This is an optimization exercise on Yosys and OpenROAD, whose aim is small area and a short achievable clock period, not a production implementation. The RTL was checked by simulation tests, not by an equivalence proof against the original design. The flow treats the clock pin as an ideal source, which a real chip does not have. Power is estimated from default activity; no workload was simulated.

==> flow/design.v <==
package xor128_prng_bank_pkg;
  localparam int unsigned WORD_W  = 32;
  localparam logic [WORD_W-1:0] DEF_SEED0 = 32'd123456789;
  localparam logic [WORD_W-1:0] DEF_SEED1 = 32'd362436069;
  localparam logic [WORD_W-1:0] DEF_SEED2 = 32'd521288629;
  localparam logic [WORD_W-1:0] DEF_SEED3 = 32'd88675123;
  function automatic logic [WORD_W-1:0] xs_next_word(input logic [WORD_W-1:0] x,
                                                     input logic [WORD_W-1:0] w);
    logic [WORD_W-1:0] t;
    t = x ^ (x << 11);
    xs_next_word = w ^ (w >> 19) ^ t ^ (t >> 8);
  endfunction
endpackage
module xor128_lane
(
  input  logic              clk,
  input  logic              step_en,
  input  logic              load,
  input  logic [31:0]       shift_in,
  output logic [31:0]       w_o
);
  logic [31:0] t_q, y_q, z_q, w_q;
  logic [31:0] delta, w_d;
  always_comb begin : lane_w_next
    delta = (w_q >> 19) ^ t_q ^ (t_q >> 8);
    w_d   = (w_q & {32{!load}}) ^ (load ? shift_in : (delta & {32{step_en}}));
  end
  always_ff @(posedge clk) begin : lane_reg
    if (step_en) begin
      t_q <= y_q ^ (y_q << 11);
      y_q <= z_q;
      z_q <= w_q;
    end
    w_q <= w_d;
  end
  assign w_o = w_q;
endmodule
module xor128_prng_bank
#(
  parameter int unsigned SIZE   = 8,
  parameter int unsigned WARMUP = 16,
  parameter logic [31:0] SEED0  = xor128_prng_bank_pkg::DEF_SEED0,
  parameter logic [31:0] SEED1  = xor128_prng_bank_pkg::DEF_SEED1,
  parameter logic [31:0] SEED2  = xor128_prng_bank_pkg::DEF_SEED2,
  parameter logic [31:0] SEED3  = xor128_prng_bank_pkg::DEF_SEED3
) (
  input  logic                 iClk,
  input  logic                 iRst_n,
  input  logic                 iSeedValid,
  input  logic [127:0]         iSeed,
  output logic [SIZE*32-1:0]   oRand,
  output logic                 oValid,
  input  logic                 iReady,
  output logic                 oBusy
);
  localparam int unsigned CNT_W    = 6;   
  localparam logic [CNT_W-1:0] SEED_END = CNT_W'(4 * SIZE);
  localparam logic [CNT_W-1:0] LAST_CNT = CNT_W'(4 * SIZE + WARMUP - 1);
  localparam logic [31:0] DEF_WORD0 = xor128_prng_bank_pkg::xs_next_word(SEED0, SEED3);
  logic             run_q;       
  logic             valid_q;     
  logic [CNT_W-1:0] cnt_q;       
  logic             own_seed_q;  
  logic             seed_end;    
  logic             warm_end;    
  assign seed_end = !run_q && (cnt_q == SEED_END - CNT_W'(1));
  assign warm_end = !run_q && (cnt_q == LAST_CNT);
  always_ff @(posedge iClk or negedge iRst_n) begin : fsm_reg
    if (!iRst_n) begin
      run_q      <= 1'b0;
      cnt_q      <= '0;
      own_seed_q <= 1'b0;
    end else if (iSeedValid) begin
      run_q      <= 1'b0;
      cnt_q      <= '0;
      own_seed_q <= (iSeed != '0);
    end else begin
      own_seed_q <= 1'b1;
      if (!run_q) cnt_q <= cnt_q + CNT_W'(1);
      if (warm_end) run_q <= 1'b1;
    end
  end
  always_ff @(posedge iClk or negedge iRst_n) begin : valid_reg
    if (!iRst_n) begin
      valid_q <= 1'b0;
    end else begin
      valid_q <= valid_q ^ (valid_q ? iSeedValid : (warm_end && !iSeedValid));
    end
  end
  logic        l_run_q;    
  logic        l_step_en;
  logic [31:0] lx_q, ly_q, lz_q, lw_q;
  always_ff @(posedge iClk or negedge iRst_n) begin : last_phase_reg
    if (!iRst_n) begin
      l_run_q <= 1'b0;
    end else begin
      l_run_q <= l_run_q ^ (l_run_q ? iSeedValid : (warm_end && !iSeedValid));
    end
  end
  assign l_step_en = !l_run_q || iReady;
  always_ff @(posedge iClk) begin : last_lane_reg
    if (iSeedValid) begin
      {lz_q, ly_q, lx_q} <= iSeed[95:0];
    end else if (!own_seed_q) begin
      {lz_q, ly_q, lx_q} <= {SEED3, SEED2, SEED1};
    end else if (l_step_en) begin
      lx_q <= ly_q;
      ly_q <= lz_q;
      lz_q <= lw_q;
    end
  end
  logic [31:0] lt, ldelta, lw_d;
  always_comb begin : last_lane_w
    lt     = lx_q ^ (lx_q << 11);
    ldelta = (lw_q >> 19) ^ lt ^ (lt >> 8);
    if (iSeedValid)       lw_d = iSeed[127:96];
    else if (!own_seed_q) lw_d = DEF_WORD0;
    else                  lw_d = lw_q ^ (ldelta & {32{l_step_en}});
  end
  always_ff @(posedge iClk) begin : last_lane_w_reg
    lw_q <= lw_d;
  end
  logic [31:0] chain_w [SIZE];
  assign chain_w[SIZE-1] = lw_q;
  assign oRand[(SIZE-1)*32 +: 32] = lw_q;
  for (genvar k = 0; k < SIZE - 1; k++) begin : g_lane
    localparam logic [CNT_W-1:0] LOAD_LAST = CNT_W'(4 * k + 3 + (SIZE - 1 - k));
    logic run_q_k;
    logic loaded_q;
    logic held_q;
    logic step_en;
    logic [31:0] lane_w;
    always_ff @(posedge iClk or negedge iRst_n) begin : phase_reg
      if (!iRst_n) begin
        loaded_q <= 1'b0;
        held_q   <= 1'b0;
      end else if (iSeedValid) begin
        loaded_q <= 1'b0;
        held_q   <= 1'b0;
      end else begin
        if (!run_q && cnt_q == LOAD_LAST) begin
          loaded_q <= 1'b1;
          held_q   <= 1'b1;
        end
        if (seed_end) held_q <= 1'b0;
        if (warm_end) held_q <= 1'b1;
      end
    end
    always_ff @(posedge iClk or negedge iRst_n) begin : run_reg
      if (!iRst_n) begin
        run_q_k <= 1'b0;
      end else begin
        run_q_k <= run_q_k ^ (run_q_k ? iSeedValid : (warm_end && !iSeedValid));
      end
    end
    assign step_en = !held_q || (run_q_k && iReady);
    xor128_lane u_lane (
      .clk      (iClk),
      .step_en  (step_en),
      .load     (!loaded_q),
      .shift_in (chain_w[k+1]),
      .w_o      (lane_w)
    );
    assign chain_w[k] = lane_w;
    assign oRand[k*32 +: 32] = lane_w;
  end
  assign oValid = valid_q;
  assign oBusy  = !valid_q;
endmodule
==> flow/flow/run.sh <==
#!/bin/bash
# Standard ORFS layout with these changes:
#  - plain buffers (instead of the resizer's default pick) on the ports;
#  - then it repairs setup timing towards a slack margin of FLOW_POST_CTS_MARGIN;
#  - the repair after global routing aims for FLOW_GRT_MARGIN (flow/pre_grt.tcl).
set -euo pipefail
export BUFFER_PORTS_ARGS="-buffer_cell sky130_fd_sc_hd__buf_2"
export POST_CTS_TCL="$(pwd)/flow/post_cts.tcl"
export PRE_GLOBAL_ROUTE_TCL="$(pwd)/flow/pre_grt.tcl"
export FLOW_POST_CTS_MARGIN=1.35
export FLOW_GRT_MARGIN=1.45
bash standard.sh > standard_flow.log 2>&1
==> flow/flow/post_cts.tcl <==
set block [ord::get_db_block]
set clk_net [[$block findBTerm iClk] getNet]
set port_loads [$clk_net getITerms]
if { [llength $port_loads] == 1 } {
  set root [[lindex $port_loads 0] getInst]
  set master [[$root getMaster] getName]
  set out_net [[$root findITerm X] getNet]
  set sinks {}
  foreach it [$out_net getITerms] {
    if { [$it isInputSignal] } { lappend sinks $it }
  }
  set all_bufs 1
  foreach it $sinks {
    if { ![string match "sky130_fd_sc_hd__clkbuf_*" [[[$it getInst] getMaster] getName]] } {
      set all_bufs 0
    }
  }
  puts "post_cts: root [$root getName] ($master) drives [llength $sinks] pins, all buffers: $all_bufs"
  if { [string match "sky130_fd_sc_hd__clkbuf_*" $master] && [llength $sinks] <= 4 && $all_bufs
       && [llength [$out_net getBTerms]] == 0 } {
    foreach it $sinks {
      $it disconnect
      $it connect $clk_net
    }
    odb::dbInst_destroy $root
    odb::dbNet_destroy $out_net
    puts "post_cts: removed root clock buffer"
    estimate_parasitics -placement
    report_clock_skew
  }
}

if { [info exists ::env(FLOW_POST_CTS_MARGIN)] } {
  report_worst_slack
  repair_timing -setup -setup_margin $::env(FLOW_POST_CTS_MARGIN) -repair_tns 100 -verbose
  detailed_placement
  check_placement -verbose
  estimate_parasitics -placement
  report_worst_slack
  report_design_area
}
==> flow/flow/pre_grt.tcl <==
# Runs before global routing (PRE_GLOBAL_ROUTE_TCL): the timing repair that
# follows global routing aims for the slack margin in FLOW_GRT_MARGIN (ns),
# now with global-route parasitics.
if { [info exists ::env(FLOW_GRT_MARGIN)] } {
  set ::env(SETUP_SLACK_MARGIN) $::env(FLOW_GRT_MARGIN)
}
==> flow/standard.sh <==
#!/bin/bash
# synth_recipe.tcl (not shown) runs the flow's synth.tcl, then flattens the netlist and writes it again
# the make line also repeats each setting of config.mk as NAME=value (left out here)
make -C /OpenROAD-flow-scripts/flow DESIGN_CONFIG=/design/flow/config.mk WORK_HOME=/design/flow/orfs CLKGATE_MAP_FILE= SYNTH_SCRIPT=/design/flow/synth_recipe.tcl "${@:-finish}"
==> flow/config.mk <==
export PLATFORM = sky130hd
export DESIGN_NAME = xor128_prng_bank
export DESIGN_NICKNAME = xor128_prng_bank
export VERILOG_FILES = /design/flow/design.v
export SDC_FILE = /design/flow/constraint.sdc
export NUM_CORES = 4
export LEC_CHECK = 0
export CAP_MARGIN = 20
export CORE_MARGIN = 2
export CORE_UTILIZATION = 60
export CTS_CLUSTER_DIAMETER = 100
export CTS_CLUSTER_SIZE = 25
export SLEW_MARGIN = 20
==> flow/constraint.sdc <==
create_clock -name core_clock -period 3.0 [get_ports {iClk}]
set_input_delay 0.6000 -clock core_clock [delete_from_list [all_inputs] [get_ports {iClk}]]
set_output_delay 0.6000 -clock core_clock [all_outputs]
set_load 0.01 [all_outputs]
==> results.tsv, run 1 <==
metric	value	unit
synth.area.top_cells	edfxtp_1 56%, dfxtp_1 12%, xnor2_1 6.4%, xnor3_1 5.1%, xor2_1 4.5%	
netSwitchingPower	0.0145	W
dieArea	71000	µm²
yosysSeqAreaShare	70.1	%
stdcell_area	52000	µm²
final_hold_viol_count	0	
track_usage	27.5	%
utilization	76.1	%
netlist_instances	2819	
ys_top_cells_by_count	768 x edfxtp_1, 446 x nor2_1, 302 x xnor2_1, 256 x dfxtp_1, 233 x a21oi_1	
fin_crit_sh	56.6	%
p_seq_share	51.3	%
routed_wl	105	mm
cts_tree	built	
p_sw_share	30.0	%
hold_path_class	primary input to async pin	
die_y	266	µm
clkPwrFrac	15.5	%
grt_pass1_wl	145	mm
p_int	0.0339	W
yosys_warnings	4	
finalClockSkew	25.6	ps
synth_cell_type_count	48	
synth.most_common_cell	edfxtp_1	
drive_gt1_share	33.1	%
drc_errors	0	
pwr-share-comb	33.2	%
routedWlPerCell	23.2	µm
drv_slew	0	
grt_antenna_before_repair	2	
io_buffer_count	389	
cp.required	2400	ps
areaGrowthSynthToFinish	25.9	%
cp.arrival	1100	ps
start_util	60.4	%
status	finished clean	
startpoint_type	flop	
grt_max_degree	83	
peakVddDrop	0.721	mV
cts_sinks	1055	
ys_async_sr_fraction	2.94	%
drtPass1Iterations	7	
core-area	68300	µm²
synth_top_area_share	55.8	%
synth_nets	2955	
critPathMaxFanout	3	
io_pins	390	
power_leakage	21.4	nW
finalSetupViolations	0	
path_class	flop to output pin	
vias	25254	
clkTransAtPathRegs	100	ps
powerDensity	932	nW/µm²
synth_edf_count	768	
routed_via_density	5.60	
fin_crit	1700	ps
rsz0062_at_grt	true	
synth_area_per_cell	14.7	µm²
synthFlopType	edfxtp_1	
die_width	266	µm
grt_pass1_vias	23486	
num_rows	96	
ys_seq_elements	1055	
fin_nets	3723	
detailed_place_hpwl	69.8	mm
maxCapViolCount	0	
tightest_slew	869	ps
endpoint_kind	output pin	
gp_congestion	0.932	
gr-total-overflow	0	
insertion_delay	450	ps
placed_cell_area	44700	µm²
drtIter0Drc	2280	
synth_area	41300	µm²
slew_headroom	42.1	%
max_freq	0.589	GHz
synth_top_area_cell	edfxtp_1	
setup_tns	0	ps
ant_nets	0	
[flip-flops by register name (all words and copies together) (netlist names)]
signal and cells:
l_run_q 1, ly_q 32, g_lane.u_lane.t_q 224, own_seed_q 1
g_lane.held_q 7, g_lane.u_lane.y_q 224, g_lane.run_q_k 7, cnt_q 6
g_lane.loaded_q 7, run_q 1, g_lane.u_lane.z_q 224, valid_q 1
g_lane.u_lane.w_q 224, lw_q 32, lz_q 32, lx_q 32
[stage by stage]
step	worst slack [ps]	std cells	hold slack (ps)	total power, W
final	1300	4510	246	0.0485
after global routing	1290	4510	298	0.0509
after detailed placement	707	4052	405	0.0373
after global placement	788	4052	401	0.0370
after floorplan	260	2819	304	0.0331
[layout make-up]
type / instances / area (µm²)
Antenna cell: 1 / 2.50
Clock buffer: 86 / 1340
Clock inverter: 3 / 66.3
Fill cell: 4231 / 16300
Inverter: 17 / 111
Multi-Input combinational cell: 1641 / 12200
Sequential cell: 1055 / 29900
Tap cell: 882 / 1100
Timing Repair Buffer: 822 / 7260
Timing Repair inverter: 3 / 15.0
[kinds of logic after synthesis]
logic type,count (synthesis),synth area share (%)
DFF,1055,70.1
and+or+nand+nor,636,6.39
xor gates and xnor gates,610,16.1
AOI/OAI and AO/OA,390,6.02
buffers and inverters,123,1.24
adders and majority gates,4,0.121
muxes,1,0.0242
[metal layers]
layer	vias up	wire length, µm	GRT usage (%)
met2	843	51500	45.1
met5	-	13	0
met1	12700	44000	39.2
met3	154	6700	4.20
li1	11555	-	-
met4	2	2570	6.60
[path summary, 6_finish.rpt]
| path | cells past startpoint | to | start | slack (ps) |
|---|---|---|---|---|
| min | 1 | valid_q | iRst_n | 250 |
| max in group asynchronous | 1 | g_lane[0].loaded_q | iRst_n | 2100 |
| max reg2reg | 4 | lw_q[10] | lx_q[18] | 1430 |
| max | 2 | oBusy | valid_q | 1300 |
| min in group core_clock | 3 | lw_q[9] | iSeed[105] | 390 |
| min reg2reg | 0 | g_lane[5].u_lane.y_q[20] | g_lane[5].u_lane.z_q[20] | 400 |
[worst max-delay path: stages (launching register included)]
cell     delay [ps]
dfrtp_2         460
inv_1            60
buf_2           120
[power by group through the flow]
stage | sequential [W] | combinational (W) | clock, W
2_1_floorplan | 0.0241 | 0.00903 | 0
3_3_place_gp | 0.0250 | 0.0119 | 0
5_1_grt | 0.0253 | 0.0174 | 0.00811
3_5_place_dp | 0.0252 | 0.0121 | 0
6_report | 0.0249 | 0.0161 | 0.00751
[cells in the final DEF, fill, tap and decap left out, drive strengths merged, types with 2 or more instances in the layout]
cell and n:
buf 814, edfxtp 768, nor2 446, xnor2 303, dfxtp 256, a21oi 233, xor2 213, xnor3 94
clkbuf 94, nand2 89, a22o 42, nor4 36, o22a 34, dfrtp 31, o21a 16, o21ai 16
nor3 14, inv 14, a2bb2oi 12, and3 11, o32a 11, nand3 10, nand4 9, o31a 7
a21boi 7, nor2b 7, clkinv 7, ha 4, or4 4, nand3b 3, nor3b 3, bufinv 2
a21o 2, a211o 2, o311ai 2, o211ai 2, a32oi 2, nand2b 2
==> run 2, diff against run 1 <==
--- a/flow/flow/run.sh
+++ b/flow/flow/run.sh
@@ -9,4 +9,4 @@
 export PRE_GLOBAL_ROUTE_TCL="$(pwd)/flow/pre_grt.tcl"
-export FLOW_POST_CTS_MARGIN=1.35
-export FLOW_GRT_MARGIN=1.45
+export FLOW_POST_CTS_MARGIN=1.42
+export FLOW_GRT_MARGIN=1.42
 bash standard.sh > standard_flow.log 2>&1
==> run 2 against run 1 <==
Still clean. First-iteration DRC count up 5.9%. Synthesized area unchanged. Worst setup slack gained 16 ps. Final cell count decreased by 2.0%. Critical path type unchanged. Critical endpoint unchanged.
==> results.tsv, run 2 <==
metric	value	unit	change
status	finished clean		
hold_path_class	primary input to async pin		
cts_tree	built		
routed_via_density	5.67		+1.3%
synth_top_area_share	55.8	%	unchanged
areaGrowthSynthToFinish	21.3	%	
mostFrequentLayoutCell	edfxtp_1		
ys_async_sr_fraction	2.94	%	unchanged
insertion_delay	450	ps	about the same
peakVddDrop	0.689	mV	-4.4%
fin_crit_sh	56.1	%	-0.53 points
die_y	266	µm	unchanged
io_pins	390		unchanged
ys_seq_elements	1055		unchanged
routed_wl	107	mm	+2.1%
grt_antenna_before_repair	2		unchanged
num_rows	96		unchanged
path_delay_family	flip-flops		
endpoint_kind	output pin		
ant_nets	0		unchanged
core-area	68300	µm²	unchanged
synth_cell_type_count	48		unchanged
start_util	60.4	%	unchanged
crit_start	valid_q		
dieArea	71000	µm²	unchanged
r2r_end	lw_q[11]		
gp_congestion	0.932		unchanged
fin_nets	3632		-2.4%
rr_worst_depth	5		+1
cp.arrival	1080	ps	-20 ps
rsz0062_at_grt	true		
synth_area_per_cell	14.7	µm²	unchanged
powerDensity	946	nW/µm²	+1.6%
cp.required	2400	ps	about the same
finalClockSkew	26.4	ps	+0.790 ps
die_width	266	µm	unchanged
drv_slew	0		unchanged
track_usage	29.6	%	+2.1 points
path_class	flop to output pin		
crit_cells	2		unchanged
tightest_slew	867	ps	-1.50 ps
grt_pass1_vias	24755		+5.4%
synth.area.top_cells	edfxtp_1 56%, dfxtp_1 12%, xnor2_1 6.4%, xnor3_1 5.1%, xor2_1 4.5%		
fin_crit	1680	ps	-15.9 ps
power_leakage	20.5	nW	-4.2%
final_hold_viol_count	0		unchanged
ys_top_cells_by_count	768 x edfxtp_1, 446 x nor2_1, 302 x xnor2_1, 256 x dfxtp_1, 233 x a21oi_1		
yosys_warnings	4		unchanged
critPathMaxFanout	3		unchanged
nFillCells	4532		+7.1%
slowest_delay	460	ps	about the same
slew_headroom	42.2	%	+0.10 points
rrSetupSlack	1390	ps	-40 ps
drtPass1Iterations	5		-2
drive_gt1_share	30.9	%	-2.2 points
synth_area	41300	µm²	unchanged
synth.most_common_cell	edfxtp_1		
grt_max_degree	83		unchanged
worstPathBufferInverterCount	2		unchanged
yosysSeqAreaShare	70.1	%	unchanged
synth_edf_count	768		unchanged
reg2reg_from	own_seed_q		
startpoint_type	flop		
netlist_instances	2819		unchanged
max_freq	0.595	GHz	+0.95%
crit_chain	inv_1 > buf_2		
final_cell_mix	768 x edfxtp_1, 445 x nor2_1, 336 x buf_4, 287 x xnor2_1, 264 x buf_2		
clkTransAtPathRegs	100	ps	about the same
synth_top_area_cell	edfxtp_1		
synth_nets	2955		unchanged
gr-total-overflow	0		unchanged
routedWlPerCell	24.2	µm	+4.3%
drtIter0Drc	2414		+5.9%
maxCapViolCount	0		unchanged
detailed_place_hpwl	69.8	mm	unchanged
setup_tns	0	ps	unchanged
synthFlopType	edfxtp_1		
drc_errors	0		unchanged
crit_end	oBusy		
finalSetupViolations	0		unchanged
cts_sinks	1055		unchanged
cp_slowest_cell	dfrtp_2		
grt_pass1_wl	155	mm	+6.7%
vias	25077		-0.70%
io_buffer_count	389		unchanged
power.total	0.0474	W	-2.1%
[run 2: worst register-to-register path: cells and delay by family (launching register included)]
kind	cells	cell delay, ps
buf+inv	1	220
flops	1	550
simple gates	3	500
compound gates	1	210
[run 2: final cells by class]
type                       count  area [µm²]  area share [%]
tap                          882        1100            2.20
clock inverter                 3        66.3           0.132
timing repair buffer         732        5560            11.1
inverter                      17        93.8           0.187
clock buffer                  86        1340            2.68
sequential                  1055       29900            59.6
multi-input combinational   1641       12100            24.1
timing repair inverter         2        10.0          0.0200
antenna                        1        2.50         0.00499
[run 2: layer usage]
metal / part of all wire, % / track usage (%)
met3: 6.9 / 4.76
met2: 50 / 49.6
met1: 41 / 40.8
met4: 2.7 / 7.85
met5: 0.012 / 0
[run 2: worst min path at each step]
stage                             startpoint                  endpoint  slack [ps]  depth (start not counted)
finish                                iRst_n                own_seed_q         250                          1
global route                          iRst_n         g_lane[5].run_q_k         300                          1
detailed placement   g_lane[0].u_lane.z_q[7]   g_lane[0].u_lane.y_q[7]         400                          0
global placement    g_lane[3].u_lane.z_q[25]  g_lane[3].u_lane.y_q[25]         400                          0
floorplan                             iRst_n                  cnt_q[0]         300                          0
[run 2: cells by family after synthesis]
logic type / synth area share (%)
AOI/OAI and AO/OA: 6.02
xor gates and xnor gates: 16.1
adders and majority gates: 0.121
buffers and inverters: 1.24
DFF: 70.1
muxes: 0.0242
and+or+nand+nor: 6.39
[run 2: where the power goes]
group | total, W | switching [W] | internal, W
combinational | 0.0155 | 0.00697 | 0.00856
clock | 0.00748 | 0.00438 | 0.00311
sequential | 0.0244 | 0.00308 | 0.0213
[run 2: through the flow]
stage	cells	cell area [µm²]	setup slack (ps)	hold WS [ps]	utilization [%]
global placement	4052	44700	788	401	65.4
floorplan	2819	41300	260	304	-
finish	4419	50100	1320	246	73.3
global route	4419	50100	1290	297	73.3
detailed placement	4052	44700	707	405	65.4
==> run 3, diff against run 2 <==
--- a/flow/flow/run.sh
+++ b/flow/flow/run.sh
@@ -9,4 +9,4 @@
 export PRE_GLOBAL_ROUTE_TCL="$(pwd)/flow/pre_grt.tcl"
-export FLOW_POST_CTS_MARGIN=1.42
-export FLOW_GRT_MARGIN=1.42
+export FLOW_POST_CTS_MARGIN=1.3
+export FLOW_GRT_MARGIN=1.38
 bash standard.sh > standard_flow.log 2>&1
==> run 3 against run 2 <==
Worst setup slack got worse by 3.0 ps. Register-to-register slack got worse by 60 ps. Critical endpoint unchanged. Global-route usage fell by 2.5 points. Sequential power rose by 2%. Fmax fell by 0.18%. Worst hold slack barely moved. Core utilization fell by 2.1 points. Sequential cell count did not move. Combinational power fell by 12%. Final area fell by 2.9%. Still clean. Non-clock buffer count fell by 107. Die area did not move.
==> results.tsv, run 3 <==
metric	value	unit	change
synth_area_per_cell	14.7	µm²	unchanged
path_class	flop to output pin		
synth.area.top_cells	edfxtp_1 56%, dfxtp_1 12%, xnor2_1 6.4%, xnor3_1 5.1%, xor2_1 4.5%		
synthFlopType	edfxtp_1		
synth_cell_type_count	48		unchanged
finalSetupViolations	0		unchanged
setup_slack	1320	ps	-2.95 ps
grt_max_degree	83		unchanged
insertion_delay	450	ps	about the same
die_width	266	µm	unchanged
final_hold_viol_count	0		unchanged
utilization	71.2	%	-2.1 points
grt_pass1_vias	23316		-5.8%
detailed_place_hpwl	69.8	mm	unchanged
ys_top_cells_by_count	768 x edfxtp_1, 446 x nor2_1, 302 x xnor2_1, 256 x dfxtp_1, 233 x a21oi_1		
worstPathBufferInverterCount	2		unchanged
ys_seq_elements	1055		unchanged
synth_edf_count	768		unchanged
dieArea	71000	µm²	unchanged
yosys_warnings	4		unchanged
fin_crit	1680	ps	+2.95 ps
placed_cell_area	44700	µm²	unchanged
track_usage	27.2	%	-2.5 points
rsz0062_at_grt	true		
cp_slowest_cell	dfrtp_2		
netlist_instances	2819		unchanged
drtIter0Drc	2272		-5.9%
dp_slack	707	ps	unchanged
synth_area	41300	µm²	unchanged
cts_sinks	1055		unchanged
io_buffer_count	389		unchanged
mostFrequentLayoutCell	edfxtp_1		
ant_nets	0		unchanged
core-area	68300	µm²	unchanged
slew_headroom	42.3	%	+0.12 points
crit_chain	inv_1 > buf_2		
peakVddDrop	0.651	mV	-5.5%
drc_errors	0		unchanged
cp.required	2400	ps	about the same
yosysSeqAreaShare	70.1	%	unchanged
gp_congestion	0.932		unchanged
fin_crit_sh	56.2	%	+0.098 points
tightest_slew	865	ps	-1.83 ps
drive_gt1_share	28.4	%	-2.5 points
fin_nets	3523		-3.0%
stdcell_area	48600	µm²	-2.9%
finalClockSkew	27.2	ps	+0.826 ps
routed_via_density	5.62		-0.97%
endpoint_kind	output pin		
clkTransAtPathRegs	100	ps	about the same
io_pins	390		unchanged
cts_tree	built		
synth_nets	2955		unchanged
vias	24220		-3.4%
setup_tns	0	ps	unchanged
maxCapViolCount	0		unchanged
power_leakage	19.7	nW	-3.6%
grt_pass1_wl	144	mm	-7.3%
drtPass1Iterations	5		unchanged
die_y	266	µm	unchanged
powerDensity	947	nW/µm²	about the same
synth_top_area_cell	edfxtp_1		
ys_async_sr_fraction	2.94	%	unchanged
cp.arrival	1080	ps	about the same
startpoint_type	flop		
grt_antenna_before_repair	2		unchanged
areaGrowthSynthToFinish	17.7	%	
critPathMaxFanout	3		unchanged
synth.most_common_cell	edfxtp_1		
hold_path_class	primary input to async pin		
synth_top_area_share	55.8	%	unchanged
slowest_delay	460	ps	about the same
routed_wl	99.7	mm	-6.7%
final_cell_mix	768 x edfxtp_1, 445 x nor2_1, 338 x buf_2, 291 x xnor2_1, 241 x buf_4		
routedWlPerCell	23.1	µm	-4.4%
drv_slew	0		unchanged
status	finished clean		
max_freq	0.594	GHz	-0.18%
path_delay_family	flip-flops		
num_rows	96		unchanged
gr-total-overflow	0		unchanged
start_util	60.4	%	unchanged
-- run 3: cell counts after synthesis --
No cell type changed its count.
-- run 3: worst paths after layout --
path | startpoint | depth (start not counted) | slack [ps] | endpoint
setup / recovery | valid_q | 2 | 1320 | oBusy
hold / removal | iRst_n | 1 | 250 | own_seed_q
setup reg to reg | own_seed_q | 5 | 1330 | lw_q[11]
hold reg to reg | g_lane[5].u_lane.z_q[20] | 0 | 400 | g_lane[5].u_lane.y_q[20]
max in group asynchronous | iRst_n | 1 | 2100 | g_lane[3].loaded_q
min in group core_clock | iSeed[105] | 3 | 380 | lw_q[9]
-- run 3: final cells by class --
class	instances	area, µm²
sequential	1055	29800
fill	4716	19700
multi-input combinational	1641	12000
timing repair buffer	625	4210
clock buffer	86	1340
tap	882	1100
inverter	17	91.3
clock inverter	3	66.3
antenna	1	2.50
-- run 3: worst reg2reg max path, cell delays in order (launching register included) --
cell      delay, ps
dfrtp_4         510
nand2b_2        100
buf_4           200
or4_1           520
a21o_1          190
nand3_1          90
-- run 3: through the flow --
stage          power [W]  hold WS [ps]  cells
6_report          0.0460           245   4310
5_1_grt           0.0485           293   4310
3_5_place_dp      0.0373           405   4052
3_3_place_gp      0.0370           401   4052
2_1_floorplan     0.0331           304   2819
-- run 3: routing by layer --
metal	up-vias	global-route usage (%)	part of all wire [%]
li1	11150	-	-
met1	12160	38.8	43
met2	796	44.6	49
met3	112	4.22	6.4
met4	2	6.18	1.9
met5	-	0	0.011
-- run 3: logic make-up after synthesis --
group           synth area share [%]
compound gates                  6.02
xor+xnor                        16.1
fa+ha+maj                      0.121
buf+inv                         1.24
flops                           70.1
mux                           0.0242
simple gates                    6.39
-- run 3: where the power goes --
part,internal [W],total (W),switching (W)
Sequential,0.0213,0.0250,0.00367
Combinational,0.00774,0.0136,0.00584
Clock,0.00311,0.00748,0.00437
Total,0.0322,0.0460,0.0139
==> run 4, diff against run 3 <==
--- a/flow/flow/run.sh
+++ b/flow/flow/run.sh
@@ -9,4 +9,4 @@
 export PRE_GLOBAL_ROUTE_TCL="$(pwd)/flow/pre_grt.tcl"
-export FLOW_POST_CTS_MARGIN=1.3
-export FLOW_GRT_MARGIN=1.38
+export FLOW_POST_CTS_MARGIN=1.35
+export FLOW_GRT_MARGIN=1.35
 bash standard.sh > standard_flow.log 2>&1
==> run 4 against run 3 <==
Combinational power is 7% lower. Power is 1.8% lower. Still clean on timing, DRC and antenna. Sequential cell count unchanged. First-iteration DRC count is 3.4% higher. Synthesized cell count stayed put. Highest routed layer unchanged. Register-to-register slack better by 20 ps. Largest cell class unchanged.
==> results.tsv, run 4 <==
metric	value	unit	change
synth_area	41300	µm²	unchanged
power_leakage	19.1	nW	-3.4%
track_usage	27.5	%	+0.35 points
io_buffer_count	389		unchanged
die_width	266	µm	unchanged
gr-total-overflow	0		unchanged
status	finished clean		
drive_gt1_share	25.2	%	-3.2 points
synth_top_area_cell	edfxtp_1		
routed_via_density	5.68		+1.2%
ys_async_sr_fraction	2.94	%	unchanged
routed_wl	99.3	mm	-0.46%
cp.arrival	1080	ps	about the same
yosysSeqAreaShare	70.1	%	unchanged
ys_top_cells_by_count	768 x edfxtp_1, 446 x nor2_1, 302 x xnor2_1, 256 x dfxtp_1, 233 x a21oi_1		
synth.area.top_cells	edfxtp_1 56%, dfxtp_1 12%, xnor2_1 6.4%, xnor3_1 5.1%, xor2_1 4.5%		
fin_nets	3401		-3.5%
fin_crit	1680	ps	-0.810 ps
hold_path_class	primary input to async pin		
placed_cell_area	44700	µm²	unchanged
grt_max_degree	83		unchanged
grt_antenna_before_repair	2		unchanged
synthFlopType	edfxtp_1		
max_freq	0.594	GHz	about the same
path_class	flop to output pin		
final_cell_mix	768 x edfxtp_1, 445 x nor2_1, 370 x buf_2, 294 x xnor2_1, 233 x a21oi_1		
synth_edf_count	768		unchanged
finalClockSkew	23.6	ps	-3.55 ps
ant_nets	0		unchanged
drtIter0Drc	2349		+3.4%
num_rows	96		unchanged
die_y	266	µm	unchanged
dp_slack	707	ps	unchanged
grt_pass1_wl	145	mm	+1.1%
drtPass1Iterations	6		+1
yosys_warnings	4		unchanged
tightest_slew	847	ps	-17.9 ps
setup_slack	1320	ps	+0.810 ps
powerDensity	955	nW/µm²	+0.87%
drc_errors	0		unchanged
drv_slew	0		unchanged
core-area	68300	µm²	unchanged
areaGrowthSynthToFinish	14.6	%	
detailed_place_hpwl	69.8	mm	unchanged
cp.required	2400	ps	about the same
synth.most_common_cell	edfxtp_1		
vias	23807		-1.7%
maxCapViolCount	0		unchanged
synth_cell_type_count	48		unchanged
insertion_delay	450	ps	about the same
final_hold_viol_count	0		unchanged
gp_congestion	0.932		unchanged
synth_top_area_share	55.8	%	unchanged
start_util	60.4	%	unchanged
rsz0062_at_grt	true		
dieArea	71000	µm²	unchanged
routedWlPerCell	23.7	µm	+2.4%
stdcell_area	47300	µm²	-2.6%
cts_sinks	1055		unchanged
io_pins	390		unchanged
setup_tns	0	ps	unchanged
peakVddDrop	0.633	mV	-2.8%
synth_area_per_cell	14.7	µm²	unchanged
slew_headroom	43.5	%	+1.2 points
critPathMaxFanout	3		unchanged
cts_tree	built		
clkTransAtPathRegs	110	ps	about the same
finalSetupViolations	0		unchanged
netlist_instances	2819		unchanged
startpoint_type	flop		
endpoint_kind	output pin		
synth_nets	2955		unchanged
grt_pass1_vias	23486		+0.73%
ys_seq_elements	1055		unchanged
mostFrequentLayoutCell	edfxtp_1		
fin_crit_sh	56.1	%	about the same
## run 4: where the power goes
part	total [W]	internal [W]	switching (W)
sequential	0.0251	0.0212	0.00387
combinational	0.0126	0.00714	0.00550
clock	0.00748	0.00311	0.00437
## run 4: critical path: stages, from the launching register on
cell,delay (ps)
dfrtp_2,460
inv_1,60
buf_2,120
## run 4: logic make-up (layout without fill, tap and decap cells)
logic type      Yosys count  in the layout  synth area share (%)
mux                       1              1                0.0242
other cells               0              1                     0
flops                  1055           1055                  70.1
simple gates            636            636                  6.39
fa+ha+maj                 4              4                 0.121
xor+xnor                610            610                  16.1
compound gates          390            390                  6.02
buf+inv                 123            609                  1.24
## run 4: final timing paths
check	start	endpoint	slack (ps)	cells past startpoint
worst min-delay path	iRst_n	own_seed_q	240	1
worst max register to register	own_seed_q	lx_q[3]	1350	3
max in group asynchronous	iRst_n	g_lane[4].loaded_q	2120	1
worst min register to register	g_lane[5].u_lane.z_q[20]	g_lane[5].u_lane.y_q[20]	400	0
min in group core_clock	iSeed[105]	lw_q[9]	390	3
worst max-delay path	valid_q	oBusy	1320	2
## run 4: routing by layer
metal,vias up,share of wire (%),track usage [%]
li1,10910,-,-
met1,12024,43,39.2
met2,749,49,45.1
met4,2,2.2,6.60
met3,122,6.3,4.20
met5,-,0.013,0
## run 4: cell type report
class | count | area [µm²]
antenna | 1 | 2.50
clock buffer | 86 | 1340
clock inverter | 3 | 66.3
fill | 4832 | 21000
inverter | 17 | 88.8
multi-input combinational | 1641 | 12000
sequential | 1055 | 29600
tap | 882 | 1100
timing repair buffer | 503 | 3160
## run 4: metrics by stage
| stage | cells | hold slack (ps) | utilization, % | power [W] |
|---|---|---|---|---|
| 6_report | 4188 | 240 | 69.3 | 0.0452 |
| 5_1_grt | 4188 | 297 | 69.3 | 0.0476 |
| 3_5_place_dp | 4052 | 405 | 65.4 | 0.0373 |
| 3_3_place_gp | 4052 | 401 | 65.4 | 0.0370 |
| 2_1_floorplan | 2819 | 304 | - | 0.0331 |
==> run 5, diff against run 4 <==
--- a/flow/config.mk
+++ b/flow/config.mk
@@ -9,3 +9,3 @@
 export CORE_MARGIN = 2
-export CORE_UTILIZATION = 60
+export CORE_UTILIZATION = 55
 export CTS_CLUSTER_DIAMETER = 100
==> run 5 against run 4 <==
First-iteration DRC count down 17%. Register-to-register slack better by 30 ps. Core utilization down 5.8 points. Synthesized area unchanged. Still clean on timing, DRC and antenna. Largest cell class unchanged. Global-route usage down 2.0 points. Critical path type unchanged. Wire length up 1.1%. Synthesized cell count unchanged.
==> results.tsv, run 5 <==
metric	value	unit	change
cts_sinks	1055		unchanged
ant_nets	0		unchanged
netlist_instances	2819		unchanged
slew_headroom	41.1	%	-2.4 points
ys_top_cells_by_count	768 x edfxtp_1, 446 x nor2_1, 302 x xnor2_1, 256 x dfxtp_1, 233 x a21oi_1		
powerDensity	957	nW/µm²	+0.22%
critPathMaxFanout	5		+2
die_y	278	µm	+4.4%
vias	23498		-1.3%
cp.arrival	1070	ps	about the same
grt_pass1_vias	23427		-0.25%
areaGrowthSynthToFinish	14.4	%	
stdcell_area	47200	µm²	-0.20%
startpoint_type	flop		
fin_crit_sh	55.7	%	-0.45 points
grt_antenna_before_repair	3		+1
num_rows	100		+4.2%
maxCapViolCount	0		unchanged
peakVddDrop	0.607	mV	-4.1%
mostFrequentLayoutCell	edfxtp_1		
dp_slack	662	ps	-44.5 ps
crit_chain	buf_2		
rsz0062_at_grt	true		
clkTransAtPathRegs	100	ps	about the same
setup_slack	1330	ps	+13.6 ps
gp_congestion	0.900		-3.4%
setup_tns	0	ps	unchanged
grt_max_degree	71		-14%
finalClockSkew	31.2	ps	+7.53 ps
worstPathBufferInverterCount	1		-1
drive_gt1_share	24.9	%	-0.29 points
synth_edf_count	768		unchanged
n_antenna_cell	0		-1
core-area	74400	µm²	+8.9%
synth.most_common_cell	edfxtp_1		
routed_wl	100	mm	+1.1%
yosys_warnings	4		unchanged
nFillCells	5656		+17%
power_leakage	18.9	nW	-0.71%
routedWlPerCell	23.6	µm	-0.48%
drtIter0Drc	1955		-17%
max_freq	0.599	GHz	+0.81%
status	finished clean		
placed_cell_area	44800	µm²	+0.34%
synth.area.top_cells	edfxtp_1 56%, dfxtp_1 12%, xnor2_1 6.4%, xnor3_1 5.1%, xor2_1 4.5%		
synth_area	41300	µm²	unchanged
io_pins	390		unchanged
synth_top_area_cell	edfxtp_1		
synth_nets	2955		unchanged
final_cell_mix	768 x edfxtp_1, 446 x nor2_1, 365 x buf_2, 298 x xnor2_1, 233 x a21oi_1		
grt_pass1_wl	148	mm	+2.0%
dieArea	77300	µm²	+9.0%
cp.required	2400	ps	about the same
synth_cell_type_count	48		unchanged
drv_slew	0		unchanged
ys_seq_elements	1055		unchanged
detailed_place_hpwl	71.8	mm	+2.9%
tightest_slew	883	ps	+35.9 ps
cp_slowest_cell	dfxtp_4		
utilization	63.5	%	-5.8 points
drtPass1Iterations	5		-1
final_hold_viol_count	0		unchanged
track_usage	25.5	%	-2.0 points
synthFlopType	edfxtp_1		
hold_path_class	primary input to async pin		
die_width	278	µm	+4.4%
ys_async_sr_fraction	2.94	%	unchanged
slowest_delay	470	ps	about the same
finalSetupViolations	0		unchanged
synth_top_area_share	55.8	%	unchanged
fin_nets	3384		-0.50%
path_class	flop to output pin		
endpoint_kind	output pin		
io_buffer_count	389		unchanged
cts_tree	built		
fin_crit	1670	ps	-13.6 ps
gr-total-overflow	0		unchanged
insertion_delay	450	ps	about the same
yosysSeqAreaShare	70.1	%	unchanged
routed_via_density	5.52		-2.9%
synth_area_per_cell	14.7	µm²	unchanged
drc_errors	0		unchanged
start_util	55.5	%	-5.0 points
path_delay_family	flip-flops		
[run 5: final timing paths]
path                                          startpoint                  endpoint  slack (ps)  cells past startpoint
min in group core_clock                        iSeed[98]                   lw_q[2]         380                      3
worst min-delay path                              iRst_n         g_lane[5].run_q_k         230                      1
worst min register to register  g_lane[1].u_lane.z_q[23]  g_lane[1].u_lane.y_q[23]         410                      0
worst max-delay path                            lw_q[28]                oRand[252]        1330                      1
worst max register to register                  lx_q[20]                  lw_q[23]        1380                      4
max in group asynchronous                         iRst_n        g_lane[1].loaded_q        2140                      1
[run 5: area by class of cell]
type                    count  area (µm²)  share of cell area [%]
repair inverters            1        5.00                  0.0106
well taps                 969        1210                    2.57
repair buffers            485        2970                    6.29
inverters                  17         103                   0.217
clock buffers              86        1380                    2.91
flip-flops and latches   1055       29600                    62.6
clock inverters             2        36.3                  0.0768
multi-input cells        1641       12000                    25.3
[run 5: metal layers]
metal  vias up  global-route usage (%)  wire length [µm]
li1      10856                       -                 -
met1     11862                    35.4             43000
met2       658                    42.8             49300
met3       116                    4.33              6150
met4         6                    5.09              1940
met5         -                       0                39
[run 5: kinds of logic (layout without fill, tap and decap cells)]
kind of cell,after synthesis,after routing,synth area share (%)
flip-flops,1055,1055,70.1
AND/OR/NAND/NOR,636,636,6.39
XOR/XNOR,610,610,16.1
AO/OA/AOI/OAI,390,390,6.02
buffers and inverters,123,591,1.24
adder cells (fa/ha/maj),4,4,0.121
multiplexers,1,1,0.0242
[run 5: power by group]
group          total, W  switching, W  internal (W)
Clock           0.00754       0.00438       0.00316
Sequential       0.0251       0.00388        0.0212
Combinational    0.0126       0.00545       0.00711
Total            0.0452        0.0137        0.0315
[run 5: per-stage QoR]
| stage | hold slack, ps | power [W] | cells |
|---|---|---|---|
| 2_1_floorplan | 304 | 0.0331 | 2819 |
| 3_3_place_gp | 401 | 0.0371 | 4146 |
| 3_5_place_dp | 405 | 0.0374 | 4146 |
| 5_1_grt | 276 | 0.0477 | 4256 |
| 6_report | 230 | 0.0452 | 4256 |

-- re-timing with driven ports --
The flow's constraints put no driver on any port. The routed layouts listed below were extracted and timed again, unchanged, in two steps.
Step 1 (the two cells are an assumption about what drives the block):
set clk [get_ports {iClk}]
set_driving_cell -lib_cell sky130_fd_sc_hd__clkbuf_16 $clk
set_driving_cell -lib_cell sky130_fd_sc_hd__buf_2 [delete_from_list [all_inputs] $clk]
Step 2, shift: input delay + t, output delay - t, t = (earliest + latest rising clock arrival at the registers) / 2. This alone moves slack from input paths to output paths.
a / b / c = ideal / step 1 / step 2; a / b = the first two.
run	t (ns)	setup WS [ns]	worst setup path after step 2	latest minus earliest clock arrival (ns)	cell pins on the clock port's net
run 1	0.569	1.302 / 1.175 / 0.962	input to register	0.032 / 0.032	4
run 2	0.570	1.318 / 1.190 / 0.933	input to register	0.032 / 0.032	4
run 3	0.569	1.315 / 1.186 / 0.886	input to register	0.028 / 0.028	4
run 4	0.569	1.316 / 1.188 / 0.877	input to register	0.027 / 0.027	4
run 5	0.565	1.330 / 1.198 / 0.905	input to register	0.035 / 0.035	4
After both steps every run listed still meets setup and hold. For run 4, which loses most, drivers alone change the setup slack by -0.128 ns; drivers and shift together by -0.439 ns.
